Source: an optimization exercise on an open RTL-to-GDS flow (aim: small area and a short achievable clock period). Production flows keep margins and buffers that such runs may drop. Function was checked by simulation only, so behaviour that the tests miss may differ from the original. The flow treats the clock pin as an ideal source, which a real chip does not have. Power figures rest on the tool's default switching activity, not on a simulated workload.

[design/flow/config.mk]
export PLATFORM = sky130hd
export DESIGN_NAME = chu_vga_card_flip_core
export DESIGN_NICKNAME = chu_vga_card_flip_core
export VERILOG_FILES = /design/flow/design.v
export SDC_FILE = /design/flow/constraint.sdc
export NUM_CORES = 4
export LEC_CHECK = 0
export CAP_MARGIN = 20
export CORE_MARGIN = 2
export CORE_UTILIZATION = 50
export CTS_CLUSTER_DIAMETER = 80
export CTS_CLUSTER_SIZE = 30
export PLACE_DENSITY = 0.62
export SLEW_MARGIN = 20
export SYNTH_HIERARCHICAL = 1
[design/flow/constraint.sdc]
create_clock -name core_clock -period 10.0 [get_ports {clk}]
set_input_delay 2.0000 -clock core_clock [delete_from_list [all_inputs] [get_ports {clk}]]
set_output_delay 2.0000 -clock core_clock [all_outputs]
set_load 0.01 [all_outputs]
[design/flow/design.v]
`timescale 1ns/1ps
`default_nettype none
module chu_vga_card_flip_core (
    input  logic        clk,
    input  logic        reset_n,
    input  logic [10:0] x,
    input  logic [10:0] y,
    input  logic        cs,
    input  logic        write,
    input  logic [13:0] addr,
    input  logic [31:0] wr_data,
    output logic [31:0] rd_data,
    output logic [13:0] glyph_addr,
    input  logic        glyph_pix,
    input  logic [11:0] si_rgb,
    output logic [11:0] so_rgb
);
    logic [5:0]  r_code [256];
    logic        r_hid  [256];
    logic [15:0] r_whi_n;
    logic [15:0] r_wlo_n;
    logic        r_wc;        
    logic [6:0]  r_wd;
    logic        r_busy;      
    logic        r_clr;       
    logic [7:0]  r_slot;
    logic [4:0]  r_progress;
    logic        r_frame_cnt;
    logic [1:0]  r_mode;
    logic [11:0] r_fg;
    logic        r_prev_origin;
    logic [15:0] r_rlo_n [2];  
    logic [15:0] r_rhi_n;     
    logic        r_match;     
    logic [3:0]  r_yin;
    logic [3:0]  r_xin;
    logic [11:0] r_si1;
    logic [11:0] r_si2;
    logic        w_tile_wr;
    logic        w_reg_wr;
    logic        w_flip_start;
    logic        w_origin;
    logic        w_strobe;
    logic        w_busy;
    logic        w_eng_clear;
    logic [7:0]  w_pix_slot;
    logic        w_reveal;
    logic [5:0]  w_eff_code;
    logic [11:0] w_avg;
    logic [11:0] w_blend;
    assign w_tile_wr    = cs & write & ~addr[13];
    assign w_reg_wr     = cs & write & addr[13];
    assign w_flip_start = w_reg_wr && (addr[2:0] == 3'd2);
    assign w_origin     = (x == 11'd0) && (y == 11'd0);
    assign w_strobe     = w_origin & ~r_prev_origin;
    assign w_busy       = r_busy;
    assign w_eng_clear  = r_clr && !w_tile_wr;
    assign w_pix_slot   = {y[6:4], x[8:4]};
    assign rd_data      = {w_busy, 23'd0, 3'd0, r_progress};
    logic        w_wv;
    logic [7:0]  w_wa;
    assign w_wv = w_tile_wr | w_eng_clear;
    assign w_wa = w_tile_wr ? addr[7:0] : r_slot;
    always_ff @(posedge clk) begin
        for (int j = 0; j < 16; j++) begin
            r_whi_n[j] <= !(w_wv && w_wa[7:4] == 4'(j));
            r_wlo_n[j] <= (w_wa[3:0] != 4'(j));
        end
        r_wc <= w_tile_wr;
        r_wd <= {w_tile_wr & wr_data[8], wr_data[5:0]};
    end
    logic [15:0] w_wlo_c_n;
    assign w_wlo_c_n = r_wlo_n | {16{~r_wc}};
    always_ff @(posedge clk) begin
        for (int i = 0; i < 256; i++) begin
            if (!(r_whi_n[i/16] | w_wlo_c_n[i%16])) r_code[i] <= r_wd[5:0];
            if (!(r_whi_n[i/16] | r_wlo_n[i%16]))   r_hid[i]  <= r_wd[6];
        end
    end
    always_ff @(posedge clk or negedge reset_n) begin
        if (!reset_n) begin
            r_mode <= 2'b00;
            r_fg   <= 12'hFFF;
        end else if (w_reg_wr) begin
            case (addr[2:0])
                3'd0:    r_mode <= wr_data[1:0];
                3'd1:    r_fg   <= wr_data[11:0];
                default: ;
            endcase
        end
    end
    always_ff @(posedge clk or negedge reset_n) begin
        if (!reset_n) r_prev_origin <= 1'b0;
        else          r_prev_origin <= w_origin;
    end
    logic       w_step;       
    logic [4:0] w_prog_inc;
    assign w_step     = r_busy & ~r_clr & r_frame_cnt & ~r_prev_origin;
    assign w_prog_inc = r_progress + 5'd1;
    always_ff @(posedge clk or negedge reset_n) begin
        if (!reset_n) begin
            r_busy      <= 1'b0;
            r_clr       <= 1'b0;
            r_slot      <= '0;
            r_progress  <= '0;
            r_frame_cnt <= 1'b0;
        end else if (!r_busy) begin
            if (w_flip_start) begin
                r_busy      <= 1'b1;
                r_slot      <= wr_data[7:0];
                r_progress  <= '0;
                r_frame_cnt <= 1'b0;
            end
        end else if (r_clr) begin
            if (!w_tile_wr) begin
                r_busy <= 1'b0;
                r_clr  <= 1'b0;
            end
        end else if (w_origin && !r_prev_origin) begin
            r_frame_cnt <= ~r_frame_cnt;
            if (w_step) begin
                r_progress <= w_prog_inc;
                r_clr      <= w_prog_inc[4];
            end
        end
    end
    logic [7:0]  w_slot_nx;
    assign w_slot_nx = (!r_busy && w_flip_start) ? wr_data[7:0] : r_slot;
    always_ff @(posedge clk) begin
        for (int c = 0; c < 2; c++)
            for (int j = 0; j < 16; j++)
                r_rlo_n[c][j] <= !(w_pix_slot[3:0] == 4'(j) && w_pix_slot[7] == 1'(c));
        r_match <= (w_pix_slot == w_slot_nx);
    end
    always_ff @(posedge clk or negedge reset_n) begin
        if (!reset_n) begin
            r_rhi_n <= '1;
            r_yin   <= '0;
            r_xin   <= '0;
            r_si1   <= '0;
        end else begin
            for (int j = 0; j < 16; j++) r_rhi_n[j] <= (w_pix_slot[7:4] != 4'(j));
            r_yin   <= y[3:0];
            r_xin   <= x[3:0];
            r_si1   <= si_rgb;
        end
    end
    logic [255:0] w_sel;
    logic [6:0]   w_rd_n;
    always_comb begin
        for (int i = 0; i < 256; i++) w_sel[i] = ~(r_rhi_n[i/16] | r_rlo_n[i/128][i%16]);
    end
    for (genvar b = 0; b < 7; b++) begin : g_rd
        logic [255:0] w_d;
        logic [85:0]  w_t_n;
        for (genvar i = 0; i < 256; i++) begin : g_d
            if (b == 6) begin : g_h
                assign w_d[i] = r_hid[i];
            end else begin : g_c
                assign w_d[i] = r_code[i][b];
            end
        end
        for (genvar g = 0; g < 85; g++) begin : g_t
            card_aoi222 u_t (
                .a1(w_sel[3*g]),   .a2(w_d[3*g]),
                .b1(w_sel[3*g+1]), .b2(w_d[3*g+1]),
                .c1(w_sel[3*g+2]), .c2(w_d[3*g+2]),
                .y (w_t_n[g])
            );
        end
        card_nand2 u_t85 (.a(w_sel[255]), .b(w_d[255]), .y(w_t_n[85]));
        logic [21:0] w_u;
        logic [10:0] w_v_n;
        logic [2:0]  w_w;
        for (genvar g = 0; g < 21; g++) begin : g_u
            card_nand4 u_u (.a(w_t_n[4*g]), .b(w_t_n[4*g+1]), .c(w_t_n[4*g+2]),
                            .d(w_t_n[4*g+3]), .y(w_u[g]));
        end
        card_nand2 u_u21 (.a(w_t_n[84]), .b(w_t_n[85]), .y(w_u[21]));
        for (genvar g = 0; g < 11; g++) begin : g_v
            card_nor2 u_v (.a(w_u[2*g]), .b(w_u[2*g+1]), .y(w_v_n[g]));
        end
        card_nand4 u_w0 (.a(w_v_n[0]), .b(w_v_n[1]), .c(w_v_n[2]), .d(w_v_n[3]), .y(w_w[0]));
        card_nand4 u_w1 (.a(w_v_n[4]), .b(w_v_n[5]), .c(w_v_n[6]), .d(w_v_n[7]), .y(w_w[1]));
        card_nand3 u_w2 (.a(w_v_n[8]), .b(w_v_n[9]), .c(w_v_n[10]), .y(w_w[2]));
        card_nor3  u_x  (.a(w_w[0]), .b(w_w[1]), .c(w_w[2]), .y(w_rd_n[b]));
    end
    assign w_reveal   = w_busy && r_match && ({1'b0, r_yin} < r_progress);
    for (genvar b = 0; b < 6; b++) begin : g_eff
        card_o21ai u_e (.a1(w_rd_n[6]), .a2(w_reveal), .b1(w_rd_n[b]), .y(w_eff_code[b]));
    end
    always_ff @(posedge clk or negedge reset_n) begin
        if (!reset_n) begin
            glyph_addr <= '0;
            r_si2      <= '0;
            so_rgb     <= '0;
        end else begin
            glyph_addr <= {w_eff_code, r_yin, r_xin};
            r_si2      <= r_si1;
            so_rgb     <= w_blend;
        end
    end
    for (genvar i = 0; i < 3; i++) begin : g_ch
        logic [4:0] w_sum;
        assign w_sum = {1'b0, r_fg[i*4 +: 4]} + {1'b0, r_si2[i*4 +: 4]};
        assign w_avg[i*4 +: 4] = w_sum[4:1];
    end
    always_comb begin
        w_blend = r_si2;
        case (r_mode)
            2'b01:   w_blend = r_si2;
            2'b10:   if (glyph_pix) w_blend = w_avg;
            default: if (glyph_pix) w_blend = r_fg;
        endcase
    end
endmodule
module card_aoi222 (
    input  logic a1, a2, b1, b2, c1, c2,
    output logic y
);
    assign y = ~((a1 & a2) | (b1 & b2) | (c1 & c2));
endmodule
module card_o21ai (input logic a1, a2, b1, output logic y);
    assign y = ~((a1 | a2) & b1);
endmodule
module card_nand2 (input logic a, b, output logic y);
    assign y = ~(a & b);
endmodule
module card_nand3 (input logic a, b, c, output logic y);
    assign y = ~(a & b & c);
endmodule
module card_nand4 (input logic a, b, c, d, output logic y);
    assign y = ~(a & b & c & d);
endmodule
module card_nor2 (input logic a, b, output logic y);
    assign y = ~(a | b);
endmodule
module card_nor3 (input logic a, b, c, output logic y);
    assign y = ~(a | b | c);
endmodule
`default_nettype wire
[design/flow/flow/run.sh]
#!/bin/bash
set -euo pipefail
cd "$(dirname "$0")/.."
bash standard.sh SETUP_SLACK_MARGIN=6.6 finish > standard_flow.log 2>&1
[design/flow/standard.sh]
#!/bin/bash
# synth_recipe.tcl (not shown) runs the flow's synth.tcl, then flattens the netlist and writes it again
# the make line also repeats each setting of config.mk as NAME=value (left out here)
make -C /OpenROAD-flow-scripts/flow DESIGN_CONFIG=/design/flow/config.mk WORK_HOME=/design/flow/orfs CLKGATE_MAP_FILE= SYNTH_SCRIPT=/design/flow/synth_recipe.tcl "${@:-finish}"
==> out/qor.txt, run 1 <==
===============================================================================================
Via count of the routed design                                                            41.7k
Post-DRT Antenna Nets                                                                         0
RR Endpoint                                                                        glyph_addr[12]$_DFF_PN0_
Share of final-layout standard cells stronger than drive strength 1                       8.11%
Type of the worst setup path                                                       register to register
Type of element launching the critical path                                            register
Clock input transition at the sequential cells of the worst setup and hold paths        0.11 ns
Number of warnings reported in the yosys synthesis log                                       10
Average size of a mapped cell                                                        17.0 sq um
Wire length of the first global-routing pass                                             284 mm
Buffer and inverter count on the worst path                                                   0
Reg2reg start                                                                      r_rlo_n[0][3]$_DFF_P_
Most instantiated cells after synthesis                                            sky130_fd_sc_hd__edfxtp_1, sky130_fd_sc_hd__nor2_1, sky130_fd_sc_hd__a222oi_1
Detailed-placement wirelength estimate                                                   125 mm
Power density relative to cell area                                                 182 nW/um^2
LEAKAGE                                                                                 23.5 nW
Crit path DAT                                                                           4.09 ns
Pre-Repair DR Iteration Count                                                                 9
Total global routing overflow                                                                 0
CTS sink cnt                                                                               1970
Unrepaired setup endpoints after global routing                                            true
Ordered cell list for the critical path                                            nor2_1, a222oi_1, nand4_1, nor2_1, nand4_1, nor3_2, o21ai_1
Number of flip-flops and latches in the synthesized netlist                                1970
Sequential area share after synthesis                                                     80.8%
Yosys cell types                                                                             61
Final count of pins violating max slew                                                        0
Max Clock Skew                                                                        0.0476 ns
Vertical extent of the die                                                               383 um
Number of enable flip-flop cells after synthesis                                           1792
Total area of sequential cells                                                      58000 sq um
CTS Buf Count                                                                                87
IO Port Bufs                                                                                 91
Worst endpoint required time                                                           10.61 ns
Cell taking the most area after synthesis                                          sky130_fd_sc_hd__edfxtp_1
Dominant register cell in the synthesized netlist                                  sky130_fd_sc_hd__edfxtp_1
Initial detailed-routing violation count                                                   8064
Routed length per placed instance                                                       32.3 um
Post-Synthesis Cells                                                                       4209
Period minus WS final                                                                   3.48 ns
Starting Density                                                                          50.5%
Max Cap Violations                                                                            0
Area taken by multi-input logic gates                                               12800 sq um
Via count normalized by instance count                                                     6.69
TritonCTS clock tree                                                                        yes
Largest fanout of any net on the critical path                                                8
Worst-path cell with the longest stage delay                                       sky130_fd_sc_hd__dfxtp_1
Async set-reset flop share out of synthesis                                               5.33%
Drt drc                                                                                       0
Logic gate share of total power                                                            4.3%
Worst hold path class                                                              register to register
Count of non-filler cells in the finished layout                                           6231
Pin count of the biggest net entering global routing                                        119
Number of buffers added to fix hold violations after cts                                      0
Final Hold Fails                                                                              0
Worst vdd ir                                                                             164 uV
Largest stage delay, worst path                                                         0.86 ns
Reg2Reg Setup Slack                                                                     6.52 ns
Initial antenna violation count                                                              10
Worst-margin pin slew                                                                   1.17 ns
Highest clock rate                                                                      287 MHz
Sequential fraction of design power                                                       64.5%
Synth Cell Area                                                                     71700 sq um
Core region area                                                                   142000 sq um
Fill cell count                                                                           11.1k
Cell depth of the worst flop-to-flop path                                                     7
Critical path's top delay family                                                   simple AND/OR/NAND/NOR gates
Setup TNS                                                                                  0 ns
Insertion delay of the later-clocked pin in the worst-skew pair                         0.75 ns
Number of standard-cell rows in the floorplan                                               138
Hold Startpoint                                                                    r_si1[9]$_DFF_PN0_
Worst hold endpoint                                                                r_si2[9]$_DFF_PN0_
Die Footprint                                                                      146000 sq um
Share of Yosys cell area claimed by the top area cell type                                75.1%
Status                                                         no timing/DRC/antenna violations
Final WL                                                                                 201 mm
Net switching power                                                                     3.15 mW
Buffer type at the clock tree root                                                 sky130_fd_sc_hd__clkbuf_16
Synth-to-Final Area Change                                                                8.37%
H-Tree Level Count                                                                            3
I/O pin total                                                                               143
Final net count                                                                            4377
Setup Viol. Count Final                                                                       0
Die Width                                                                                383 um
Rel. slew slack                                                                           22.2%
Worst slack after detailed placement                                                    5.13 ns
Critical Path End Type                                                                 register
Final GP Congestion                                                                       0.921
Maximum buffer depth of the clock tree                                                        3
Crit share post-route                                                                     34.8%
Via count of the first global-routing pass                                                39.2k
Switching share of power                                                                  22.3%
Overall fraction of global-route tracks in use                                            27.2%
Internal                                                                                11.0 mW
Post-layout worst setup margin                                                          6.52 ns
Synth area leaders                                                                 sky130_fd_sc_hd__edfxtp_1, sky130_fd_sc_hd__a222oi_1, sky130_fd_sc_hd__nor2_1, sky130_fd_sc_hd__dfrtp_1, sky130_fd_sc_hd__dfxtp_1
Most common cell in the synthesized netlist                                        sky130_fd_sc_hd__edfxtp_1
Number of instances on the worst hold path                                                    0
Number of placed cells counting well taps                                                  6056
Proportion of power drawn by the clock network                                            31.2%
===============================================================================================
## per-stage QoR
stage	utilization [%]	hold slack [ns]	cell area [sq um]	total power, mW
after global placement	52.6	0.332	74600	9.92
after floorplan	-	0.331	71800	9.57
final	54.7	0.356	77700	14.2
after CTS	54.6	0.359	77500	14.2
after detailed placement	52.6	0.336	74600	9.93
after global routing	54.7	0.366	77700	14.5
## modules after synthesis, one instance, submodules excluded
module | flip-flops and latches | cells inside | times used
card_aoi222 | 0 | 1 | 595
card_nand2 | 0 | 1 | 14
card_nand4 | 0 | 1 | 161
card_nor2 | 0 | 1 | 77
card_nand3 | 0 | 1 | 7
card_o21ai | 0 | 1 | 6
chu_vga_card_flip_core | 1970 | 3342 | 1
card_nor3 | 0 | 1 | 7
## cell type report
| cell class | instances | share of cell area [%] |
|---|---|---|
| Clock inverter | 42 | 0.657 |
| Inverter | 21 | 0.101 |
| Clock buffer | 111 | 3.01 |
| Antenna cell | 3 | 0.00966 |
| Sequential cell | 1970 | 74.7 |
| Multi-Input combinational cell | 2015 | 16.5 |
| Timing Repair Buffer | 179 | 2.03 |
| Tap cell | 1890 | 3.04 |
## worst register-to-register path, delay by kind of cell (launching register included)
kind	cells	cell delay [ns]
and+or+nand+nor	5	1.83
DFF	1	0.86
AOI/OAI and AO/OA	2	0.66
## worst max path at each step
stage,start,end,slack [ns],cells after the start
finish,r_rlo_n[0][3]$_DFF_P_,glyph_addr[12]$_DFF_PN0_,6.52,7
global route,glyph_addr[1]$_DFF_PN0_,glyph_addr[1],6.55,1
CTS,r_busy$_DFF_PN0_,rd_data[31],6.49,1
detailed placement,addr[2],r_match$_DFF_P_,5.13,6
global placement,addr[2],r_match$_DFF_P_,5.17,6
floorplan,x[8],r_progress[2]$_DFFE_PN0P_,6.60,6
## state kept, by name, indices dropped and copies added, names as in the netlist, 12 cells and up
signal	count
glyph_addr	14
r_si1	12
r_fg	12
r_whi_n	16
so_rgb	12
r_wlo_n	16
r_si2	12
r_hid	256
r_rhi_n	16
r_rlo_n	32
r_code	1536
## repair_timing
action                     4_1_cts  5_1_grt
setup buffers                   11        7
gates resized for setup        134       16
setup endpoints to repair      153       24
pin swaps                        3        2
## layout by cell type, fill, tap and decap left out, types with 26 or more instances in the layout
cell and n:
sky130_fd_sc_hd__dfrtp_1 69, sky130_fd_sc_hd__nor2_1 858, sky130_fd_sc_hd__a222oi_1 595, sky130_fd_sc_hd__dfstp_2 28, sky130_fd_sc_hd__clkdlybuf4s50_1 47, sky130_fd_sc_hd__edfxtp_1 1792
sky130_fd_sc_hd__nand2_1 117, sky130_fd_sc_hd__nand4_1 166, sky130_fd_sc_hd__buf_4 82, sky130_fd_sc_hd__clkbuf_16 90, sky130_fd_sc_hd__dfxtp_1 55, sky130_fd_sc_hd__conb_1 26
## power by group through the flow
stage	Combinational, mW	Clock (mW)	Sequential, mW
global route	0.638	4.73	9.15
floorplan	0.242	0	9.33
CTS	0.589	4.47	9.14
detailed placement	0.594	0	9.33
global placement	0.586	0	9.33
finish	0.605	4.42	9.14
## cell families (layout without fill, tap and decap cells)
family                     Yosys count  count (layout)  synth area share (%)
DFF                               1970            1970                  80.8
and+or+nand+nor                   1258            1258                  7.70
AOI/OAI and AO/OA                  665             665                  8.95
buffers and inverters              249             353                  1.50
muxes                               29              29                 0.438
xor gates and xnor gates            19              19                 0.232
adders and majority gates           18              18                 0.346
other                                1              29               0.00523
## layer usage
| layer | track usage [%] | vias up | part of all wire, % |
|---|---|---|---|
| met2 | 40.9 | 2662 | 45 |
| met3 | 5.09 | 360 | 12 |
| met5 | 0 | - | 0.019 |
| met4 | 9.73 | 6 | 4.1 |
| met1 | 39.8 | 21217 | 39 |
| li1 | - | 17454 | - |
==> run 2: changes to the inputs <==
==> design/flow/flow/run.sh (replaced) <==
#!/bin/bash
set -euo pipefail
cd "$(dirname "$0")/.."
W=$(pwd)
bash standard.sh SETUP_SLACK_MARGIN=6.6 EXTRA_SETUP_MARGIN=6.9 \
  POST_CTS_TCL=$W/flow/post_cts.tcl POST_GLOBAL_ROUTE_TCL=$W/flow/post_grt.tcl \
  finish > standard_flow.log 2>&1
==> design/flow/flow/post_cts.tcl (new file) <==
# Extra timing repair after CTS: same margin idea as SETUP_SLACK_MARGIN, but
# without the cell-footprint restriction, so gates and flip-flops on the
# critical paths can be sized up. Placement is legalised again afterwards.
puts "post-CTS extra repair_timing"
estimate_parasitics -placement
repair_timing -setup -setup_margin $::env(EXTRA_SETUP_MARGIN) -repair_tns 100 -verbose
detailed_placement
check_placement -verbose
report_design_area
==> design/flow/flow/post_grt.tcl (new file) <==
# Extra timing repair after global routing, aimed past the standard margin,
# then the same incremental legalise-and-reroute the standard step uses.
puts "post-GRT extra repair_timing"
estimate_parasitics -global_routing
repair_timing -setup -setup_margin $::env(EXTRA_SETUP_MARGIN) -repair_tns 100 -verbose
global_route -start_incremental
detailed_placement
global_route -end_incremental
estimate_parasitics -global_routing
report_design_area
report_worst_slack -max
==> run 2 against run 1 <==
- sequential power about the same
- combinational power rose by 3%
- fmax grew 1.2%
- utilization up 0.16 points
- synthesized cell count unchanged
- routed wire length rose by 0.18%
- clock skew is 0.0017 ns higher
- die area unchanged
- first-iteration DRC count is 4.6% higher
- register-to-register slack improved by 0.24 ns
- hold slack about the same
- sequential cell count did not move
- highest routed layer unchanged
==> out/qor.txt, run 2 <==
===============================================================================================
Async set-reset flop share out of synthesis                                               5.33%   unchanged
Drt drc                                                                                       0   unchanged
Yosys cell types                                                                             61   unchanged
Status                                                         no timing/DRC/antenna violations
Fill cell count                                                                           11.1k   -0.063%
Number of flip-flops and latches in the synthesized netlist                                1970   unchanged
Crit. Startpoint                                                                   r_busy$_DFF_PN0_
Reg2Reg Setup Slack                                                                     6.76 ns   +0.24 ns
Largest fanout of any net on the critical path                                                2   -6
Internal                                                                                11.0 mW   +0.10%
Flip-flop count of the largest register, all copies and words added                        1536   unchanged
Number of standard-cell rows in the floorplan                                               138   unchanged
Via count of the first global-routing pass                                                39.3k   +0.10%
Number of enable flip-flop cells after synthesis                                           1792   unchanged
Critical Path End Type                                                             primary output
Sum of met2 wire segment lengths after detailed routing                                 90.7 mm   +0.40%
Post-DRT Antenna Nets                                                                         0   unchanged
Final WL                                                                                 202 mm   +0.18%
Worst vdd ir                                                                             165 uV   +0.82%
Synth Cell Area                                                                     71700 sq um   unchanged
Wire length of the first global-routing pass                                             285 mm   +0.21%
Final GP Congestion                                                                       0.921   unchanged
Via count of the routed design                                                            41.7k   -0.096%
Period minus WS final                                                                   3.44 ns   -0.0416 ns
I/O pin total                                                                               143   unchanged
Synth-to-Final Area Change                                                                8.70%
IO Port Bufs                                                                                 91   unchanged
TritonCTS clock tree                                                                        yes
LEAKAGE                                                                                 23.6 nW   +0.55%
Sequential fraction of design power                                                       64.5%   about the same
Largest stage delay, worst path                                                         0.52 ns   -0.34 ns
Cell taking the most area after synthesis                                          sky130_fd_sc_hd__edfxtp_1
CTS sink cnt                                                                               1970   unchanged
Most frequent standard cell in the layout excluding fill and tap cells             sky130_fd_sc_hd__edfxtp_1
Buffer and inverter count on the worst path                                                   1   +1
End point of the critical path                                                      rd_data[31]
Die Footprint                                                                      146000 sq um   unchanged
Initial detailed-routing violation count                                                   8431   +4.6%
Average size of a mapped cell                                                        17.0 sq um   unchanged
Setup Viol. Count Final                                                                       0   unchanged
Detailed-placement wirelength estimate                                                   125 mm   unchanged
Crit share post-route                                                                     34.4%   -0.42 points
Cell depth of the worst flop-to-flop path                                                     7   unchanged
Number of warnings reported in the yosys synthesis log                                       10   unchanged
Largest reg by FF count                                                                  r_code
Insertion delay of the later-clocked pin in the worst-skew pair                         0.76 ns   about the same
Routed length per placed instance                                                       32.3 um   about the same
Switching share of power                                                                  22.3%   about the same
Via count normalized by instance count                                                     6.68   -0.26%
Die Width                                                                                383 um   unchanged
Wl on met1                                                                              78.0 mm   -0.21%
Final net count                                                                            4388   +0.25%
Dominant register cell in the synthesized netlist                                  sky130_fd_sc_hd__edfxtp_1
Core region area                                                                   142000 sq um   unchanged
Synth area leaders                                                                 sky130_fd_sc_hd__edfxtp_1, sky130_fd_sc_hd__a222oi_1, sky130_fd_sc_hd__nor2_1, sky130_fd_sc_hd__dfrtp_1, sky130_fd_sc_hd__dfxtp_1
Post-Synthesis Cells                                                                       4209   unchanged
Pre-Repair DR Iteration Count                                                                 9   unchanged
Logic gate share of total power                                                            4.4%   about the same
Share of Yosys cell area claimed by the top area cell type                                75.1%   unchanged
Total area of sequential cells                                                      58000 sq um   about the same
Sequential area share after synthesis                                                     80.8%   unchanged
Worst-path cell with the longest stage delay                                       sky130_fd_sc_hd__dfrtp_4
Clock input transition at the sequential cells of the worst setup and hold paths        0.11 ns   about the same
Most instantiated cells after synthesis                                            sky130_fd_sc_hd__edfxtp_1, sky130_fd_sc_hd__nor2_1, sky130_fd_sc_hd__a222oi_1
Net switching power                                                                     3.16 mW   +0.16%
Initial antenna violation count                                                              10   unchanged
Reg2reg start                                                                      r_rlo_n[0][7]$_DFF_P_
Final Hold Fails                                                                              0   unchanged
Proportion of power drawn by the clock network                                            31.1%   about the same
Crit path DAT                                                                           1.44 ns   -2.65 ns
Commonest cells after routing, fill and taps aside                                 sky130_fd_sc_hd__edfxtp_1, sky130_fd_sc_hd__nor2_1, sky130_fd_sc_hd__a222oi_1
Share of final-layout standard cells stronger than drive strength 1                       9.36%   +1.2 points
Starting Density                                                                          50.5%   unchanged
Type of element launching the critical path                                            register
Final count of pins violating max slew                                                        0   unchanged
Worst-margin pin slew                                                                   1.19 ns   +0.0237 ns
Top routing layer in use                                                                   met5
Setup TNS                                                                                  0 ns   unchanged
Rel. slew slack                                                                           20.7%   -1.6 points
Worst endpoint required time                                                            8.00 ns   -2.61 ns
Number of instances on the worst hold path                                                    0   unchanged
Pin count of the biggest net entering global routing                                        119   unchanged
Max Cap Violations                                                                            0   unchanged
Total global routing overflow                                                                 0   unchanged
Worst path depth                                                                              1   -6
Power, Total                                                                            14.2 mW   +0.12%
Type of the worst setup path                                                       register to primary output
Area taken by multi-input logic gates                                               12900 sq um   +0.68%
Vertical extent of the die                                                               383 um   unchanged
Critical path's top delay family                                                     flip-flops
Power density relative to cell area                                                 182 nW/um^2   -0.18%
Met3 wire length                                                                        24.9 mm   +1.2%
Ordered cell list for the critical path                                                   buf_6
Highest clock rate                                                                      291 MHz   +1.2%
Overall fraction of global-route tracks in use                                            27.2%   +0.060 points
Most common cell in the synthesized netlist                                        sky130_fd_sc_hd__edfxtp_1
Max Clock Skew                                                                        0.0492 ns   +0.00165 ns
Worst hold path class                                                              register to register
Top Registers                                                                      r_code x1536, r_hid x256, r_rlo_n x32
RR Endpoint                                                                        glyph_addr[13]$_DFF_PN0_
===============================================================================================
==> run 2: cell counts after synthesis <==
Identical to the previous run, type by type.
==> run 2: final cells by class <==
class	count	area share [%]
flip-flops and latches	1970	74.5
inverters	21	0.101
clock buffers	111	3.00
well taps	1890	3.04
clock inverters	42	0.655
multi-input cells	2015	16.6
diodes	2	0.00642
repair buffers	190	2.17
==> run 2: cell families after synthesis <==
kind of cell | Yosys count | share of synthesized area, %
AOI/OAI and AO/OA | 665 | 8.95
xor gates and xnor gates | 19 | 0.232
adders and majority gates | 18 | 0.346
buffers and inverters | 249 | 1.50
DFF | 1970 | 80.8
muxes | 29 | 0.438
other | 1 | 0.00523
and+or+nand+nor | 1258 | 7.70
==> run 2: modules after synthesis, one instance, submodules excluded <==
module | area, sq um | flip-flops and latches | cells | times used
chu_vga_card_flip_core | 64200 | 1970 | 3342 | 1
card_aoi222 | 10.0 | 0 | 1 | 595
card_o21ai | 5.00 | 0 | 1 | 6
card_nand4 | 6.26 | 0 | 1 | 161
card_nor2 | 3.75 | 0 | 1 | 77
card_nand3 | 5.00 | 0 | 1 | 7
card_nand2 | 3.75 | 0 | 1 | 14
card_nor3 | 10.0 | 0 | 1 | 7
==> run 2: worst min-delay path by stage <==
stage,slack (ns),endpoint,start
after floorplan,0.33,glyph_addr[0]$_DFF_PN0_,r_xin[0]$_DFF_PN0_
after global placement,0.33,r_si2[9]$_DFF_PN0_,r_si1[9]$_DFF_PN0_
after detailed placement,0.34,r_si2[5]$_DFF_PN0_,r_si1[5]$_DFF_PN0_
final,0.36,r_si2[9]$_DFF_PN0_,r_si1[9]$_DFF_PN0_
==> run 2: layer usage <==
metal	track usage [%]	up-vias
li1	-	17492
met1	39.9	21195
met2	41.0	2610
met3	5.01	356
met4	9.85	6
met5	0	-
==> run 2: power groups by stage <==
stage / combinational (mW) / sequential, mW / clock, mW
2_1_floorplan: 0.242 / 9.33 / 0
3_3_place_gp: 0.586 / 9.33 / 0
3_5_place_dp: 0.594 / 9.33 / 0
6_report: 0.621 / 9.14 / 4.41
==> run 2: metrics by stage <==
stage | hold slack (ns) | setup WS (ns) | cell area, sq um | util [%] | cells
finish | 0.355 | 6.56 | 77900 | 54.9 | 6241
detailed placement | 0.336 | 5.13 | 74600 | 52.6 | 6056
global placement | 0.332 | 5.17 | 74600 | 52.6 | 6056
floorplan | 0.331 | 6.60 | 71800 | - | 4234
==> run 3: changes to the inputs <==
--- a/design/flow/config.mk
+++ b/design/flow/config.mk
@@ -9,6 +9,6 @@
 export CORE_MARGIN = 2
-export CORE_UTILIZATION = 50
+export CORE_UTILIZATION = 60
 export CTS_CLUSTER_DIAMETER = 80
 export CTS_CLUSTER_SIZE = 30
-export PLACE_DENSITY = 0.62
+export PLACE_DENSITY = 0.7
 export SLEW_MARGIN = 20
==> run 3 against run 2 <==
- sequential share of layout area is 1.1 points higher
- utilization is 10 points higher
- clock skew is 0.00068 ns higher
- combinational power is 4.7% lower
- fmax is 0.90% higher
- synthesized cell count stayed put
- critical endpoint unchanged
- via count is 0.97% higher
- global-route usage is 4.5 points higher
- total power is 3.4% lower
- routed wire length is 3.7% lower
- first-iteration DRC count is 6.6% higher
- cell area is 1.5% lower
==> out/qor.txt, run 3 <==
===============================================================================================
Clock input transition at the sequential cells of the worst setup and hold paths        0.11 ns   about the same
Post-DRT Antenna Nets                                                                         0   unchanged
Most instantiated cells after synthesis                                            sky130_fd_sc_hd__edfxtp_1, sky130_fd_sc_hd__nor2_1, sky130_fd_sc_hd__a222oi_1
Flip-flop count of the largest register, all copies and words added                        1536   unchanged
Die Footprint                                                                      122000 sq um   -16%
Detailed-placement wirelength estimate                                                   121 mm   -3.2%
Via count of the routed design                                                            42.1k   +0.97%
Max Clock Skew                                                                        0.0499 ns   +0.000678 ns
Final GP Congestion                                                                       0.913   -0.79%
Max Cap Violations                                                                            0   unchanged
Initial antenna violation count                                                              11   +1
Async set-reset flop share out of synthesis                                               5.33%   unchanged
TritonCTS clock tree                                                                        yes
Post-Synthesis Cells                                                                       4209   unchanged
Most common cell in the synthesized netlist                                        sky130_fd_sc_hd__edfxtp_1
Initial detailed-routing violation count                                                   8989   +6.6%
Crit share post-route                                                                     34.1%   -0.31 points
DP Area                                                                             74200 sq um   -0.65%
Wire length of the first global-routing pass                                             276 mm   -3.1%
Number of enable flip-flop cells after synthesis                                           1792   unchanged
Cell taking the most area after synthesis                                          sky130_fd_sc_hd__edfxtp_1
Crit path DAT                                                                           1.41 ns   -0.03 ns
Core region area                                                                   118000 sq um   -17%
Worst-path cell with the longest stage delay                                       sky130_fd_sc_hd__dfrtp_4
Type of element launching the critical path                                            register
Rel. slew slack                                                                           22.3%   +1.7 points
Yosys cell types                                                                             61   unchanged
Sequential area share after synthesis                                                     80.8%   unchanged
Largest reg by FF count                                                                  r_code
Fill cell count                                                                            8079   -27%
Routed length per placed instance                                                       33.2 um   +2.6%
Type of the worst setup path                                                       register to primary output
Worst slack after detailed placement                                                    5.15 ns   +0.0142 ns
Post-layout worst setup margin                                                          6.59 ns   +0.0305 ns
Ordered cell list for the critical path                                                   buf_6
Share of Yosys cell area claimed by the top area cell type                                75.1%   unchanged
Synth Cell Area                                                                     71700 sq um   unchanged
Die Width                                                                                350 um   -8.6%
Power density relative to cell area                                                 178 nW/um^2   -2.0%
Starting Density                                                                          60.6%   +10 points
Insertion delay of the later-clocked pin in the worst-skew pair                         0.72 ns   -0.04 ns
Number of flip-flops and latches in the synthesized netlist                                1970   unchanged
Worst vdd ir                                                                             140 uV   -15%
Largest stage delay, worst path                                                         0.54 ns   +0.02 ns
Drt drc                                                                                       0   unchanged
Top Registers                                                                      r_code x1536, r_hid x256, r_rlo_n x32
Pin count of the biggest net entering global routing                                        104   -13%
Worst hold path class                                                              register to register
Buffer and inverter count on the worst path                                                   1   unchanged
Overall fraction of global-route tracks in use                                            31.7%   +4.5 points
Final WL                                                                                 194 mm   -3.7%
Synth-to-Final Area Change                                                                7.12%
Total area of sequential cells                                                      58000 sq um   about the same
End-of-flow core utilization                                                              64.9%   +10 points
Setup Viol. Count Final                                                                       0   unchanged
Total global routing overflow                                                                 0   unchanged
Highest clock rate                                                                      293 MHz   +0.90%
CTS sink cnt                                                                               1970   unchanged
Most frequent standard cell in the layout excluding fill and tap cells             sky130_fd_sc_hd__edfxtp_1
LEAKAGE                                                                                 23.3 nW   -1.2%
Average size of a mapped cell                                                        17.0 sq um   unchanged
I/O pin total                                                                               143   unchanged
Worst-margin pin slew                                                                   1.16 ns   -0.0251 ns
Final count of pins violating max slew                                                        0   unchanged
Min Hold Slack                                                                         0.357 ns   +0.00119 ns
Worst endpoint required time                                                            8.00 ns   about the same
Final Hold Fails                                                                              0   unchanged
Critical path's top delay family                                                     flip-flops
Number of warnings reported in the yosys synthesis log                                       10   unchanged
Status                                                         no timing/DRC/antenna violations
Number of standard-cell rows in the floorplan                                               126   -8.7%
Final net count                                                                            4369   -0.43%
Via count normalized by instance count                                                     7.18   +7.6%
Largest fanout of any net on the critical path                                                2   unchanged
Final design instance area without fill                                             76800 sq um   -1.5%
Dominant register cell in the synthesized netlist                                  sky130_fd_sc_hd__edfxtp_1
Vertical extent of the die                                                               350 um   -8.6%
Area taken by multi-input logic gates                                               12900 sq um   +0.22%
Pre-Repair DR Iteration Count                                                                 9   unchanged
Share of final-layout standard cells stronger than drive strength 1                       8.43%   -0.93 points
Period minus WS final                                                                   3.41 ns   -0.0305 ns
Critical Path End Type                                                             primary output
IO Port Bufs                                                                                 91   unchanged
Setup TNS                                                                                  0 ns   unchanged
Commonest cells after routing, fill and taps aside                                 sky130_fd_sc_hd__edfxtp_1, sky130_fd_sc_hd__nor2_1, sky130_fd_sc_hd__a222oi_1
Synth area leaders                                                                 sky130_fd_sc_hd__edfxtp_1, sky130_fd_sc_hd__a222oi_1, sky130_fd_sc_hd__nor2_1, sky130_fd_sc_hd__dfrtp_1, sky130_fd_sc_hd__dfxtp_1
Via count of the first global-routing pass                                                39.6k   +0.79%
===============================================================================================
==> run 3: changes by cell type in the layout (fill, tap and decap cells not counted), moves of 5 or more <==
cell                        before  now
sky130_fd_sc_hd__clkbuf_1       20   37
sky130_fd_sc_hd__clkbuf_2        8   22
sky130_fd_sc_hd__clkinv_1        6    1
sky130_fd_sc_hd__clkinv_8        9    0
sky130_fd_sc_hd__clkbuf_16      90   80
sky130_fd_sc_hd__buf_6          23   11
sky130_fd_sc_hd__buf_4          87   81
==> run 3: logic make-up (layout without fill, tap and decap cells) <==
family | after synthesis | after routing | synth area share (%)
compound gates | 665 | 665 | 8.95
buf+inv | 249 | 334 | 1.50
other cells | 1 | 29 | 0.00523
mux | 29 | 29 | 0.438
xor+xnor | 19 | 19 | 0.232
flops | 1970 | 1970 | 80.8
simple gates | 1258 | 1258 | 7.70
fa+ha+maj | 18 | 18 | 0.346
==> run 3: final cells by class <==
type                            instances  share of cell area, %
Clock inverter                         14                  0.200
Multi-Input combinational cell       2015                   16.8
Sequential cell                      1970                   75.6
Antenna cell                            3                0.00978
Tap cell                             1536                   2.50
Clock buffer                          119                   2.82
Timing Repair Buffer                  180                   1.97
Inverter                               21                  0.103
==> run 3: per-stage QoR <==
step | total power, mW | cells
final | 13.7 | 5858
after floorplan | 9.57 | 4234
after detailed placement | 9.92 | 5697
after global placement | 9.90 | 5697
==> run 3: where the power goes <==
group	internal (mW)	switching, mW
clock network	1.55	2.40
registers	9.04	0.111
logic	0.168	0.424
==> run 3: worst paths after layout <==
| kind | slack [ns] | to | from | depth (start not counted) |
|---|---|---|---|---|
| max in group asynchronous | 7.31 | r_progress[2]$_DFFE_PN0P_ | reset_n | 2 |
| min in group asynchronous | 1.35 | so_rgb[5]$_DFF_PN0_ | reset_n | 1 |
| setup / recovery | 6.59 | rd_data[31] | r_busy$_DFF_PN0_ | 1 |
| hold / removal | 0.36 | r_si2[0]$_DFF_PN0_ | r_si1[0]$_DFF_PN0_ | 0 |
| hold reg to reg | 0.36 | r_si2[0]$_DFF_PN0_ | r_si1[0]$_DFF_PN0_ | 0 |
| setup reg to reg | 6.82 | glyph_addr[8]$_DFF_PN0_ | r_rhi_n[2]$_DFF_PN1_ | 7 |
==> run 3: Yosys stat by module (local to each module, per instance) <==
module                  area (sq um)  copies in the design  flops+latches  cells
card_aoi222                     10.0                   595              0      1
card_nand2                      3.75                    14              0      1
card_o21ai                      5.00                     6              0      1
card_nand3                      5.00                     7              0      1
chu_vga_card_flip_core         64200                     1           1970   3342
card_nor3                       10.0                     7              0      1
card_nor2                       3.75                    77              0      1
card_nand4                      6.26                   161              0      1
==> run 3: routing by layer <==
layer,GRT usage [%],wire (um)
met4,12.6,8960
met1,45.1,70500
met2,47.5,86700
met3,8.35,28000
met5,0,67
==> run 3: worst reg2reg max path, cell delays in order, from the launching register on <==
cell and delay, ns:
sky130_fd_sc_hd__dfstp_2 0.74, sky130_fd_sc_hd__nor2_1 0.21, sky130_fd_sc_hd__a222oi_1 0.61, sky130_fd_sc_hd__nand4_1 0.27
sky130_fd_sc_hd__nor2_1 0.37, sky130_fd_sc_hd__nand4_1 0.49, sky130_fd_sc_hd__nor3_2 0.29, sky130_fd_sc_hd__o21ai_1 0.09
==> run 4: changes to the inputs <==
--- a/design/flow/design.v
+++ b/design/flow/design.v
@@ -24,2 +24,3 @@
     logic        r_busy;      
+    logic        r_run;       
     logic        r_clr;       
@@ -55,6 +56,6 @@
     assign w_strobe     = w_origin & ~r_prev_origin;
-    assign w_busy       = r_busy;
+    assign w_busy       = r_run | r_clr;
     assign w_eng_clear  = r_clr && !w_tile_wr;
     assign w_pix_slot   = {y[6:4], x[8:4]};
-    assign rd_data      = {w_busy, 23'd0, 3'd0, r_progress};
+    assign rd_data      = {r_busy, 23'd0, 3'd0, r_progress};
     logic        w_wv;
@@ -97,3 +98,3 @@
     logic [4:0] w_prog_inc;
-    assign w_step     = r_busy & ~r_clr & r_frame_cnt & ~r_prev_origin;
+    assign w_step     = r_run & r_frame_cnt & ~r_prev_origin;
     assign w_prog_inc = r_progress + 5'd1;
@@ -102,2 +103,3 @@
             r_busy      <= 1'b0;
+            r_run       <= 1'b0;
             r_clr       <= 1'b0;
@@ -106,5 +108,6 @@
             r_frame_cnt <= 1'b0;
-        end else if (!r_busy) begin
+        end else if (!w_busy) begin
             if (w_flip_start) begin
                 r_busy      <= 1'b1;
+                r_run       <= 1'b1;
                 r_slot      <= wr_data[7:0];
@@ -122,2 +125,3 @@
                 r_progress <= w_prog_inc;
+                r_run      <= ~w_prog_inc[4];
                 r_clr      <= w_prog_inc[4];
@@ -127,3 +131,3 @@
     logic [7:0]  w_slot_nx;
-    assign w_slot_nx = (!r_busy && w_flip_start) ? wr_data[7:0] : r_slot;
+    assign w_slot_nx = (!w_busy && w_flip_start) ? wr_data[7:0] : r_slot;
     always_ff @(posedge clk) begin
==> run 4 against run 3 <==
- still clean
- die area barely moved
- hold slack improved by 0.0017 ns
- first-iteration DRC count is 6.5% higher
- critical path depth unchanged
- critical endpoint unchanged
==> out/qor.txt, run 4 <==
===============================================================================================
Status                                                         no timing/DRC/antenna violations
Largest reg by FF count                                                                  r_code
Share of Yosys cell area claimed by the top area cell type                                75.1%   about the same
Average size of a mapped cell                                                        17.0 sq um   -0.42%
Critical Path End Type                                                             primary output
Total global routing overflow                                                                 0   unchanged
Final Hold Fails                                                                              0   unchanged
Final GP Congestion                                                                       0.886   -3.0%
Via count of the first global-routing pass                                                39.4k   -0.54%
Vertical extent of the die                                                               350 um   about the same
Drt drc                                                                                       0   unchanged
Max Cap Violations                                                                            0   unchanged
Ordered cell list for the critical path                                                   buf_6
Cell taking the most area after synthesis                                          sky130_fd_sc_hd__edfxtp_1
Fill cell count                                                                            8092   +0.16%
End-of-flow core utilization                                                              64.9%   about the same
Worst hold path class                                                              register to register
Period minus WS final                                                                   3.34 ns   -0.0664 ns
Most common cell in the synthesized netlist                                        sky130_fd_sc_hd__edfxtp_1
Initial antenna violation count                                                               7   -4
Via count normalized by instance count                                                     7.25   +0.96%
Flip-flop count of the largest register, all copies and words added                        1536   unchanged
Number of enable flip-flop cells after synthesis                                           1792   unchanged
Worst-margin pin slew                                                                   1.26 ns   +0.0967 ns
Power density relative to cell area                                                 178 nW/um^2   -0.27%
Final WL                                                                                 197 mm   +1.3%
Post-Synthesis Cells                                                                       4224   +0.36%
Largest stage delay, worst path                                                         0.49 ns   -0.05 ns
LEAKAGE                                                                                 23.4 nW   about the same
Worst slack after detailed placement                                                    5.34 ns   +0.193 ns
Synth-to-Final Area Change                                                                7.20%   about the same
Critical path's top delay family                                                     flip-flops
Worst vdd ir                                                                             128 uV   -8.3%
Final net count                                                                            4371   +0.046%
Most frequent standard cell in the layout excluding fill and tap cells             sky130_fd_sc_hd__edfxtp_1
Final count of pins violating max slew                                                        0   unchanged
Wire length of the first global-routing pass                                             277 mm   +0.43%
Yosys cell types                                                                             58   -4.9%
Crit path DAT                                                                           1.34 ns   -0.07 ns
Max Clock Skew                                                                        0.0283 ns   -0.0216 ns
Detailed-placement wirelength estimate                                                   121 mm   -0.45%
Die Footprint                                                                      122000 sq um   about the same
Synth Cell Area                                                                     71600 sq um   about the same
IO Port Bufs                                                                                 91   unchanged
Number of flip-flops and latches in the synthesized netlist                                1971   +0.051%
Commonest cells after routing, fill and taps aside                                 sky130_fd_sc_hd__edfxtp_1, sky130_fd_sc_hd__nor2_1, sky130_fd_sc_hd__a222oi_1
Highest clock rate                                                                      299 MHz   +2.0%
Type of the worst setup path                                                       register to primary output
Routed length per placed instance                                                       33.6 um   +1.3%
Starting Density                                                                          60.6%   about the same
Number of warnings reported in the yosys synthesis log                                       10   unchanged
Number of standard-cell rows in the floorplan                                               126   unchanged
Via count of the routed design                                                            42.5k   +0.95%
Insertion delay of the later-clocked pin in the worst-skew pair                         0.71 ns   about the same
Core region area                                                                   118000 sq um   unchanged
Overall fraction of global-route tracks in use                                            31.9%   +0.20 points
Async set-reset flop share out of synthesis                                               5.38%   +0.048 points
Setup TNS                                                                                  0 ns   unchanged
Pin count of the biggest net entering global routing                                        210   +100%
Initial detailed-routing violation count                                                   9572   +6.5%
Setup Viol. Count Final                                                                       0   unchanged
Share of final-layout standard cells stronger than drive strength 1                       7.76%   -0.67 points
TritonCTS clock tree                                                                        yes
I/O pin total                                                                               143   unchanged
Largest fanout of any net on the critical path                                                2   unchanged
Die Width                                                                                350 um   about the same
Dominant register cell in the synthesized netlist                                  sky130_fd_sc_hd__edfxtp_1
Worst endpoint required time                                                            8.00 ns   about the same
Crit share post-route                                                                     33.4%   -0.66 points
Synth area leaders                                                                 sky130_fd_sc_hd__edfxtp_1, sky130_fd_sc_hd__a222oi_1, sky130_fd_sc_hd__nor2_1, sky130_fd_sc_hd__dfrtp_1, sky130_fd_sc_hd__dfxtp_1
Most instantiated cells after synthesis                                            sky130_fd_sc_hd__edfxtp_1, sky130_fd_sc_hd__nor2_1, sky130_fd_sc_hd__a222oi_1
Post-DRT Antenna Nets                                                                         0   unchanged
Top Registers                                                                      r_code x1536, r_hid x256, r_rlo_n x32
Clock input transition at the sequential cells of the worst setup and hold paths        0.11 ns   about the same
Type of element launching the critical path                                            register
Sequential area share after synthesis                                                     80.9%   +0.084 points
Worst-path cell with the longest stage delay                                       sky130_fd_sc_hd__dfrtp_2
Pre-Repair DR Iteration Count                                                                 9   unchanged
Rel. slew slack                                                                           15.9%   -6.4 points
CTS sink cnt                                                                               1971   +0.051%
Buffer and inverter count on the worst path                                                   1   unchanged
Post-layout worst setup margin                                                          6.66 ns   +0.0664 ns
===============================================================================================
[run 4: changes by cell type after synthesis, sizes merged, moves of 5 or more]
cell	delta
xnor2	-6
a21oi	+5
a32oi	+5
a221oi	+5
nand3	+12
nor2	+7
a21o	+5
clkbuf	+16
o31ai	+6
buf	-13
[run 4: power by group]
part / internal [mW] / leakage [nW] / switching, mW
clock network: 1.55 / 1.10 / 2.38
registers: 9.04 / 18.0 / 0.112
logic: 0.157 / 4.27 / 0.419
[run 4: metrics by stage]
stage | instance area [sq um] | hold WS [ns] | instances | total power [mW]
2_1_floorplan | 71800 | 0.331 | 4249 | 9.56
3_3_place_gp | 74200 | 0.332 | 5705 | 9.89
3_5_place_dp | 74200 | 0.335 | 5707 | 9.90
6_report | 76800 | 0.358 | 5857 | 13.7
[run 4: area by class of cell]
type | count | area (sq um) | share of cell area [%]
sequential | 1971 | 58000 | 75.6
timing repair buffer | 170 | 1560 | 2.03
clock inverter | 10 | 125 | 0.163
tap | 1536 | 1920 | 2.50
inverter | 18 | 67.6 | 0.0880
antenna | 4 | 10.0 | 0.0130
clock buffer | 119 | 2170 | 2.83
multi-input combinational | 2029 | 12900 | 16.8
[run 4: per-layer routing]
layer  global-route usage [%]  wire length [um]  vias up
met5                        0                26        -
met4                     11.9              8180        4
met3                     8.67             29100      398
met2                     47.4             88200     3232
met1                     45.9             71300    21381
li1                         -                 -    17447
[run 4: logic make-up (layout without fill, tap and decap cells)]
family	after synthesis	after routing	synth area share [%]
adders and majority gates	18	18	0.346
AOI/OAI and AO/OA	682	682	9.12
xor gates and xnor gates	11	11	0.134
muxes	25	25	0.379
other	1	30	0.00523
and+or+nand+nor	1267	1267	7.66
buffers and inverters	249	317	1.45
DFF	1971	1971	80.9
[run 4: modules after synthesis (local to each module, per instance)]
module / cell area [sq um] / flops+latches / times used / cells inside
chu_vga_card_flip_core: 64200 / 1971 / 1 / 3357
card_aoi222: 10.0 / 0 / 595 / 1
card_nor3: 10.0 / 0 / 7 / 1
card_nand4: 6.26 / 0 / 161 / 1
card_nand3: 5.00 / 0 / 7 / 1
card_o21ai: 5.00 / 0 / 6 / 1
card_nand2: 3.75 / 0 / 14 / 1
card_nor2: 3.75 / 0 / 77 / 1
[run 4: path summary, 6_finish.rpt]
kind	start	cells after the start	endpoint	slack (ns)
min reg2reg	r_si1[8]$_DFF_PN0_	0	r_si2[8]$_DFF_PN0_	0.36
max reg2reg	r_rlo_n[0][0]$_DFF_P_	7	glyph_addr[13]$_DFF_PN0_	6.71
min in group asynchronous	reset_n	1	so_rgb[5]$_DFF_PN0_	1.19
min	r_si1[8]$_DFF_PN0_	0	r_si2[8]$_DFF_PN0_	0.36
max	r_busy$_DFFE_PN0P_	1	rd_data[31]	6.66
max in group asynchronous	reset_n	2	r_progress[1]$_DFFE_PN0P_	7.46
==> run 5: changes to the inputs <==
--- a/design/flow/config.mk
+++ b/design/flow/config.mk
@@ -9,6 +9,6 @@
 export CORE_MARGIN = 2
-export CORE_UTILIZATION = 60
+export CORE_UTILIZATION = 68
 export CTS_CLUSTER_DIAMETER = 80
 export CTS_CLUSTER_SIZE = 30
-export PLACE_DENSITY = 0.7
+export PLACE_DENSITY = 0.76
 export SLEW_MARGIN = 20
==> run 5 against run 4 <==
- still clean
- routed wire length shrank 0.48%
- clock power is 1% lower
- total power fell by 0.29%
- fmax increased by 0.13%
- clock-buffer cell count grew 2
- largest cell class unchanged
- first-iteration DRC count fell by 6.2%
- critical path depth stayed put
==> out/qor.txt, run 5 <==
===============================================================================================
Core region area                                                                   105000 sq um   -11%
Worst hold path class                                                              register to register
Cell taking the most area after synthesis                                          sky130_fd_sc_hd__edfxtp_1
Max Clock Skew                                                                        0.0368 ns   +0.00841 ns
Insertion delay of the later-clocked pin in the worst-skew pair                         0.72 ns   about the same
Total global routing overflow                                                                 0   unchanged
Share of final-layout standard cells stronger than drive strength 1                       7.82%   +0.064 points
Worst vdd ir                                                                             177 uV   +38%
Via count of the routed design                                                            42.9k   +0.94%
Proportion of power drawn by the clock network                                            28.5%   -0.3 points
Max Cap Violations                                                                            0   unchanged
LEAKAGE                                                                                 23.4 nW   +0.25%
Largest stage delay, worst path                                                         0.47 ns   -0.02 ns
Synth Cell Area                                                                     71600 sq um   unchanged
Number of flip-flops and latches in the synthesized netlist                                1971   unchanged
Via count normalized by instance count                                                     7.49   +3.3%
Internal                                                                                10.8 mW   about the same
Post-DRT Antenna Nets                                                                         0   unchanged
Net switching power                                                                     2.87 mW   -1.5%
Largest fanout of any net on the critical path                                                2   unchanged
Routed length per placed instance                                                       34.2 um   +1.9%
Most common cell in the synthesized netlist                                        sky130_fd_sc_hd__edfxtp_1
Via count of the first global-routing pass                                                39.8k   +1.2%
Setup Viol. Count Final                                                                       0   unchanged
Pre-Repair DR Iteration Count                                                                 9   unchanged
Overall fraction of global-route tracks in use                                            36.1%   +4.1 points
Sequential fraction of design power                                                       67.1%   about the same
Switching share of power                                                                  21.1%   -0.27 points
Top routing layer in use                                                                   met5
Sum of met2 wire segment lengths after detailed routing                                 85.4 mm   -3.1%
Number of warnings reported in the yosys synthesis log                                       10   unchanged
Pin count of the biggest net entering global routing                                        105   -50%
Final GP Congestion                                                                       0.978   +10%
Crit path DAT                                                                           1.34 ns   about the same
Final design instance area without fill                                             76700 sq um   -0.13%
Final net count                                                                            4376   +0.11%
Final Hold Fails                                                                              0   unchanged
TritonCTS clock tree                                                                        yes
Critical path's top delay family                                                     flip-flops
Wire length of the first global-routing pass                                             275 mm   -0.57%
Type of the worst setup path                                                       register to primary output
Drt drc                                                                                       0   unchanged
Flip-flop count of the largest register, all copies and words added                        1536   unchanged
Dominant register cell in the synthesized netlist                                  sky130_fd_sc_hd__edfxtp_1
Final count of pins violating max slew                                                        0   unchanged
Worst endpoint required time                                                            8.00 ns   about the same
Rel. slew slack                                                                           13.3%   -2.6 points
Post-Synthesis Cells                                                                       4224   unchanged
Min Hold Slack                                                                         0.357 ns   -0.00172 ns
Share of Yosys cell area claimed by the top area cell type                                75.1%   unchanged
DP Area                                                                             74000 sq um   -0.36%
Number of enable flip-flop cells after synthesis                                           1792   unchanged
Most frequent standard cell in the layout excluding fill and tap cells             sky130_fd_sc_hd__edfxtp_1
Power density relative to cell area                                                 178 nW/um^2   -0.16%
End-of-flow core utilization                                                              73.2%   +8.2 points
Average size of a mapped cell                                                        17.0 sq um   unchanged
Most instantiated cells after synthesis                                            sky130_fd_sc_hd__edfxtp_1, sky130_fd_sc_hd__nor2_1, sky130_fd_sc_hd__a222oi_1
Critical Path End Type                                                             primary output
Initial detailed-routing violation count                                                   8976   -6.2%
Starting Density                                                                          68.3%   +7.8 points
Period minus WS final                                                                   3.34 ns   -0.00417 ns
Power, Total                                                                            13.6 mW   -0.29%
Clock input transition at the sequential cells of the worst setup and hold paths        0.11 ns   about the same
Setup TNS                                                                                  0 ns   unchanged
Largest reg by FF count                                                                  r_code
Highest clock rate                                                                      300 MHz   +0.13%
Final WL                                                                                 196 mm   -0.48%
Commonest cells after routing, fill and taps aside                                 sky130_fd_sc_hd__edfxtp_1, sky130_fd_sc_hd__nor2_1, sky130_fd_sc_hd__a222oi_1
Initial antenna violation count                                                              12   +5
Number of standard-cell rows in the floorplan                                               119   -5.6%
I/O pin total                                                                               143   unchanged
Top Registers                                                                      r_code x1536, r_hid x256, r_rlo_n x32
Wl on met1                                                                              67.1 mm   -5.9%
Die Width                                                                                329 um   -6.0%
Met3 wire length                                                                        32.3 mm   +11%
Async set-reset flop share out of synthesis                                               5.38%   unchanged
CTS sink cnt                                                                               1971   unchanged
Crit share post-route                                                                     33.4%   -0.042 points
Ordered cell list for the critical path                                                   buf_6
Buffer and inverter count on the worst path                                                   1   unchanged
Yosys cell types                                                                             58   unchanged
Logic gate share of total power                                                            4.3%   about the same
Synth area leaders                                                                 sky130_fd_sc_hd__edfxtp_1, sky130_fd_sc_hd__a222oi_1, sky130_fd_sc_hd__nor2_1, sky130_fd_sc_hd__dfrtp_1, sky130_fd_sc_hd__dfxtp_1
Synth-to-Final Area Change                                                                7.06%
Vertical extent of the die                                                               329 um   -6.0%
Sequential area share after synthesis                                                     80.9%   unchanged
Detailed-placement wirelength estimate                                                   119 mm   -1.5%
Die Footprint                                                                      108000 sq um   -12%
Worst-margin pin slew                                                                   1.30 ns   +0.0394 ns
IO Port Bufs                                                                                 91   unchanged
Type of element launching the critical path                                            register
Status                                                         no timing/DRC/antenna violations
Fill cell count                                                                            6316   -22%
Worst-path cell with the longest stage delay                                       sky130_fd_sc_hd__dfrtp_2
===============================================================================================
==> run 5: cell types whose count changed in the layout (fill, tap and decap cells not counted), sizes merged <==
| cell | delta |
|---|---|
| dlymetal6s2s | +1 |
| clkinv | -5 |
| buf | +6 |
| dlygate4sd2 | +2 |
| diode | +6 |
| inv | -1 |
==> run 5: path summary, 6_finish.rpt <==
path	start	to	cells past startpoint	slack [ns]
setup / recovery	r_progress[0]$_DFFE_PN0P_	rd_data[0]	1	6.66
max in group asynchronous	reset_n	glyph_addr[13]$_DFF_PN0_	2	7.66
hold reg to reg	r_si1[3]$_DFF_PN0_	r_si2[3]$_DFF_PN0_	0	0.36
hold / removal	r_si1[3]$_DFF_PN0_	r_si2[3]$_DFF_PN0_	0	0.36
min in group asynchronous	reset_n	glyph_addr[2]$_DFF_PN0_	1	1.21
setup reg to reg	r_rlo_n[0][8]$_DFF_P_	glyph_addr[12]$_DFF_PN0_	7	6.74
==> run 5: per-module statistics from Yosys, one instance, submodules excluded, excerpt <==
module	times used	cells
card_aoi222	595	1
card_nand3	7	1
card_nor2	77	1
card_nor3	7	1
card_o21ai	6	1
chu_vga_card_flip_core	1	3357
==> run 5: stage by stage <==
stage | cells | setup WS (ns)
after floorplan | 4249 | 6.45
after global placement | 5560 | 5.02
after detailed placement | 5560 | 5.03
final | 5721 | 6.66
==> run 5: layout make-up <==
| type | instances | area (sq um) | share of cell area (%) |
|---|---|---|---|
| clock inverter | 4 | 38.8 | 0.0506 |
| antenna | 10 | 25.0 | 0.0326 |
| clock buffer | 121 | 2210 | 2.88 |
| tap | 1391 | 1740 | 2.27 |
| multi-input combinational | 2029 | 13000 | 16.9 |
| sequential | 1971 | 58000 | 75.7 |
| inverter | 18 | 72.6 | 0.0946 |
| timing repair buffer | 177 | 1590 | 2.08 |
==> run 5: worst register-to-register path, delay by kind of cell (launching register included) <==
family           cells  cell delay [ns]
AND/OR/NAND/NOR      5             1.77
AO/OA/AOI/OAI        2             0.61
flip-flops           1             0.73
==> run 5: power groups by stage <==
stage / sequential, mW / combinational, mW / clock [mW]
after floorplan: 9.33 / 0.233 / 0
after global placement: 9.33 / 0.548 / 0
after detailed placement: 9.34 / 0.558 / 0
final: 9.15 / 0.591 / 3.88
==> run 5: cell families after synthesis <==
group,share of synthesized area (%)
muxes,0.379
xor gates and xnor gates,0.134
DFF,80.9
buffers and inverters,1.45
adders and majority gates,0.346
AOI/OAI and AO/OA,9.12
and+or+nand+nor,7.66
other,0.00523
==> run 5: routing by layer <==
layer | global-route usage (%) | up-vias
met4 | 17.3 | 12
met1 | 51.5 | 21184
li1 | - | 17474
met3 | 10.9 | 571
met5 | 0 | -
met2 | 51.7 | 3621
==> run 6: changes to the inputs <==
==> design/flow/flow/run.sh (replaced) <==
#!/bin/bash
set -euo pipefail
cd "$(dirname "$0")/.."
W=$(pwd)
bash standard.sh SETUP_SLACK_MARGIN=6.8 EXTRA_SETUP_MARGIN=7.1 \
  POST_CTS_TCL=$W/flow/post_cts.tcl POST_GLOBAL_ROUTE_TCL=$W/flow/post_grt.tcl \
  finish > standard_flow.log 2>&1
==> run 6 against run 5 <==
- clock-buffer cell count increased by 1
- die area unchanged
- final cell count about the same
- critical path depth unchanged
- sequential share of layout area decreased by 0.20 points
- hold slack got worse by 0.012 ns
- via count decreased by 0.58%
- global-route usage decreased by 0.070 points
- largest power group unchanged
- highest routed layer unchanged
==> out/qor.txt, run 6 <==
===============================================================================================
Status                                                         no timing/DRC/antenna violations
Via count of the routed design                                                            42.6k   -0.58%
Total global routing overflow                                                                 0   unchanged
Worst hold path class                                                              register to register
Pin count of the biggest net entering global routing                                        230   +120%
Largest stage delay, worst path                                                         0.50 ns   +0.03 ns
Dominant register cell in the synthesized netlist                                  sky130_fd_sc_hd__edfxtp_1
Share of Yosys cell area claimed by the top area cell type                                75.1%   unchanged
Overall fraction of global-route tracks in use                                            36.0%   -0.070 points
Final Hold Fails                                                                              0   unchanged
Worst-path cell with the longest stage delay                                       sky130_fd_sc_hd__dfrtp_2
Max Cap Violations                                                                            0   unchanged
Number of flip-flops and latches in the synthesized netlist                                1971   unchanged
Async set-reset flop share out of synthesis                                               5.38%   unchanged
Clock input transition at the sequential cells of the worst setup and hold paths        0.11 ns   about the same
Synth Cell Area                                                                     71600 sq um   unchanged
Most instantiated cells after synthesis                                            sky130_fd_sc_hd__edfxtp_1, sky130_fd_sc_hd__nor2_1, sky130_fd_sc_hd__a222oi_1
Worst-margin pin slew                                                                   1.24 ns   -0.0619 ns
Type of element launching the critical path                                            register
Setup TNS                                                                                  0 ns   unchanged
Crit share post-route                                                                     33.7%   +0.31 points
Logic gate share of total power                                                            4.4%   about the same
Number of enable flip-flop cells after synthesis                                           1792   unchanged
Fill cell count                                                                            6165   -2.4%
Switching share of power                                                                  21.3%   +0.22 points
Post-DRT Antenna Nets                                                                         0   unchanged
Rel. slew slack                                                                           17.4%   +4.1 points
Ordered cell list for the critical path                                                   buf_6
Most common cell in the synthesized netlist                                        sky130_fd_sc_hd__edfxtp_1
Internal                                                                                10.7 mW   -0.32%
Via count of the first global-routing pass                                                40.0k   +0.37%
Setup Viol. Count Final                                                                       0   unchanged
TritonCTS clock tree                                                                        yes
Post-layout worst setup margin                                                          6.63 ns   -0.0313 ns
Share of final-layout standard cells stronger than drive strength 1                       8.99%   +1.2 points
Worst vdd ir                                                                             198 uV   +12%
Top Registers                                                                      r_code x1536, r_hid x256, r_rlo_n x32
Sequential area share after synthesis                                                     80.9%   unchanged
Post-Synthesis Cells                                                                       4224   unchanged
Critical path's top delay family                                                     flip-flops
Buffer and inverter count on the worst path                                                   1   unchanged
LEAKAGE                                                                                 23.5 nW   +0.57%
Number of warnings reported in the yosys synthesis log                                       10   unchanged
Yosys cell types                                                                             58   unchanged
Power density relative to cell area                                                 177 nW/um^2   -0.43%
Vertical extent of the die                                                               329 um   unchanged
Largest fanout of any net on the critical path                                                2   unchanged
Sequential fraction of design power                                                       67.2%   about the same
Pre-Repair DR Iteration Count                                                                11   +2
I/O pin total                                                                               143   unchanged
Proportion of power drawn by the clock network                                            28.4%   about the same
Final WL                                                                                 196 mm   about the same
Detailed-placement wirelength estimate                                                   118 mm   -0.81%
Flip-flop count of the largest register, all copies and words added                        1536   unchanged
Synth-to-Final Area Change                                                                7.49%
Most frequent standard cell in the layout excluding fill and tap cells             sky130_fd_sc_hd__edfxtp_1
Final count of pins violating max slew                                                        0   unchanged
Worst slack after detailed placement                                                    5.00 ns   -0.0301 ns
Routed length per placed instance                                                       34.2 um   about the same
Crit path DAT                                                                           1.37 ns   +0.03 ns
Synth area leaders                                                                 sky130_fd_sc_hd__edfxtp_1, sky130_fd_sc_hd__a222oi_1, sky130_fd_sc_hd__nor2_1, sky130_fd_sc_hd__dfrtp_1, sky130_fd_sc_hd__dfxtp_1
Number of standard-cell rows in the floorplan                                               119   unchanged
Insertion delay of the later-clocked pin in the worst-skew pair                         0.73 ns   about the same
Initial antenna violation count                                                               6   -6
Largest reg by FF count                                                                  r_code
Commonest cells after routing, fill and taps aside                                 sky130_fd_sc_hd__edfxtp_1, sky130_fd_sc_hd__nor2_1, sky130_fd_sc_hd__a222oi_1
IO Port Bufs                                                                                 91   unchanged
End-of-flow core utilization                                                              73.5%   +0.29 points
Die Width                                                                                329 um   unchanged
Net switching power                                                                     2.90 mW   +1.0%
Core region area                                                                   105000 sq um   unchanged
Average size of a mapped cell                                                        17.0 sq um   unchanged
Via count normalized by instance count                                                     7.45   -0.60%
Critical Path End Type                                                             primary output
CTS sink cnt                                                                               1971   unchanged
Wire length of the first global-routing pass                                             275 mm   -0.31%
Final net count                                                                            4380   +0.091%
Type of the worst setup path                                                       register to primary output
Worst endpoint required time                                                            8.00 ns   about the same
Cell taking the most area after synthesis                                          sky130_fd_sc_hd__edfxtp_1
Drt drc                                                                                       0   unchanged
Max Clock Skew                                                                        0.0458 ns   +0.00903 ns
Starting Density                                                                          68.3%   unchanged
Initial detailed-routing violation count                                                   9198   +2.5%
Period minus WS final                                                                   3.37 ns   +0.0313 ns
Final GP Congestion                                                                       0.928   -5.1%
Die Footprint                                                                      108000 sq um   unchanged
Highest clock rate                                                                      297 MHz   -0.93%
===============================================================================================
## run 6: cell types whose count changed in the layout (fill, tap and decap cells not counted), sizes merged
cell / change
buf: +27
clkbuf: -15
clkdlybuf4s50: -9
diode: -7
dlymetal6s2s: +5
dlygate4sd2: -3
inv: +2
clkinv: +1
## run 6: per-module statistics from Yosys, one instance, submodules excluded, a selection
module	cells	copies in the design	flip-flops and latches	area (sq um)
chu_vga_card_flip_core	3357	1	1971	64200
card_nand2	1	14	0	3.75
card_o21ai	1	6	0	5.00
card_nor3	1	7	0	10.0
card_nor2	1	77	0	3.75
card_nand4	1	161	0	6.26
## run 6: logic make-up after synthesis
logic type,Yosys count,synth area share [%]
compound gates,682,9.12
xor+xnor,11,0.134
fa+ha+maj,18,0.346
buf+inv,249,1.45
flops,1971,80.9
mux,25,0.379
other cells,1,0.00523
simple gates,1267,7.66
## run 6: power groups by stage
| stage | clock, mW | combinational, mW | sequential (mW) |
|---|---|---|---|
| after detailed placement | 0 | 0.560 | 9.33 |
| after floorplan | 0 | 0.233 | 9.33 |
| after global placement | 0 | 0.549 | 9.33 |
| final | 3.87 | 0.597 | 9.15 |
## run 6: worst paths after layout
| kind | start | to | slack (ns) | cells past startpoint |
|---|---|---|---|---|
| max in group asynchronous | reset_n | r_progress[1]$_DFFE_PN0P_ | 7.64 | 2 |
| setup reg to reg | r_rlo_n[0][8]$_DFF_P_ | glyph_addr[9]$_DFF_PN0_ | 6.97 | 7 |
| min in group asynchronous | reset_n | r_si2[7]$_DFF_PN0_ | 1.23 | 1 |
| setup / recovery | r_progress[0]$_DFFE_PN0P_ | rd_data[0] | 6.63 | 1 |
| hold reg to reg | r_si1[6]$_DFF_PN0_ | r_si2[6]$_DFF_PN0_ | 0.34 | 0 |
| hold / removal | r_si1[6]$_DFF_PN0_ | r_si2[6]$_DFF_PN0_ | 0.34 | 0 |
## run 6: area by class of cell
class	count	area [sq um]	share of cell area [%]
Inverter	18	70.1	0.0910
Tap cell	1391	1740	2.26
Antenna cell	3	7.51	0.00975
Sequential cell	1971	58100	75.5
Clock inverter	7	92.6	0.120
Timing Repair Buffer	181	1710	2.23
Multi-Input combinational cell	2029	13100	17.0
Clock buffer	122	2140	2.78
## run 6: through the flow
| step | hold slack [ns] | total power, mW | cell area [sq um] | std cells |
|---|---|---|---|---|
| after floorplan | 0.331 | 9.56 | 71800 | 4249 |
| after global placement | 0.331 | 9.88 | 73900 | 5553 |
| after detailed placement | 0.336 | 9.89 | 74000 | 5553 |
| final | 0.344 | 13.6 | 77000 | 5722 |
## run 6: routing by layer
layer / up-vias / global-route usage (%) / routed length [um]
met1: 20921 / 51.0 / 65500
li1: 17474 / - / -
met3: 512 / 11.4 / 34500
met5: - / 0 / 48
met4: 8 / 15.7 / 10200
met2: 3698 / 52.3 / 85500

==> what the ideal ports hide <==
No port has a modelled driver above. Below, the same layouts with a new extraction and two added sets of constraints. Step 1 sets driving cells, clkbuf_16 on the clock port and buf_2 on the other inputs (assumed; they add their load-dependent delay and slew). Step 2 also shifts input and output timing later by t, the mid clock arrival at the registers, as if the neighbouring blocks saw the same clock. Three values: no drivers, after step 1, after step 2; two values: the first two.
run	t, ns	setup slack, ns
run 1	0.811	6.519 / 6.490 / 5.860
run 2	0.814	6.561 / 6.480 / 6.096
run 3	0.776	6.591 / 6.510 / 6.199
run 4	0.765	6.658 / 6.583 / 6.027
run 5	0.781	6.662 / 6.586 / 5.905
run 6	0.788	6.631 / 6.548 / 6.033
After both steps every run listed still meets setup and hold.
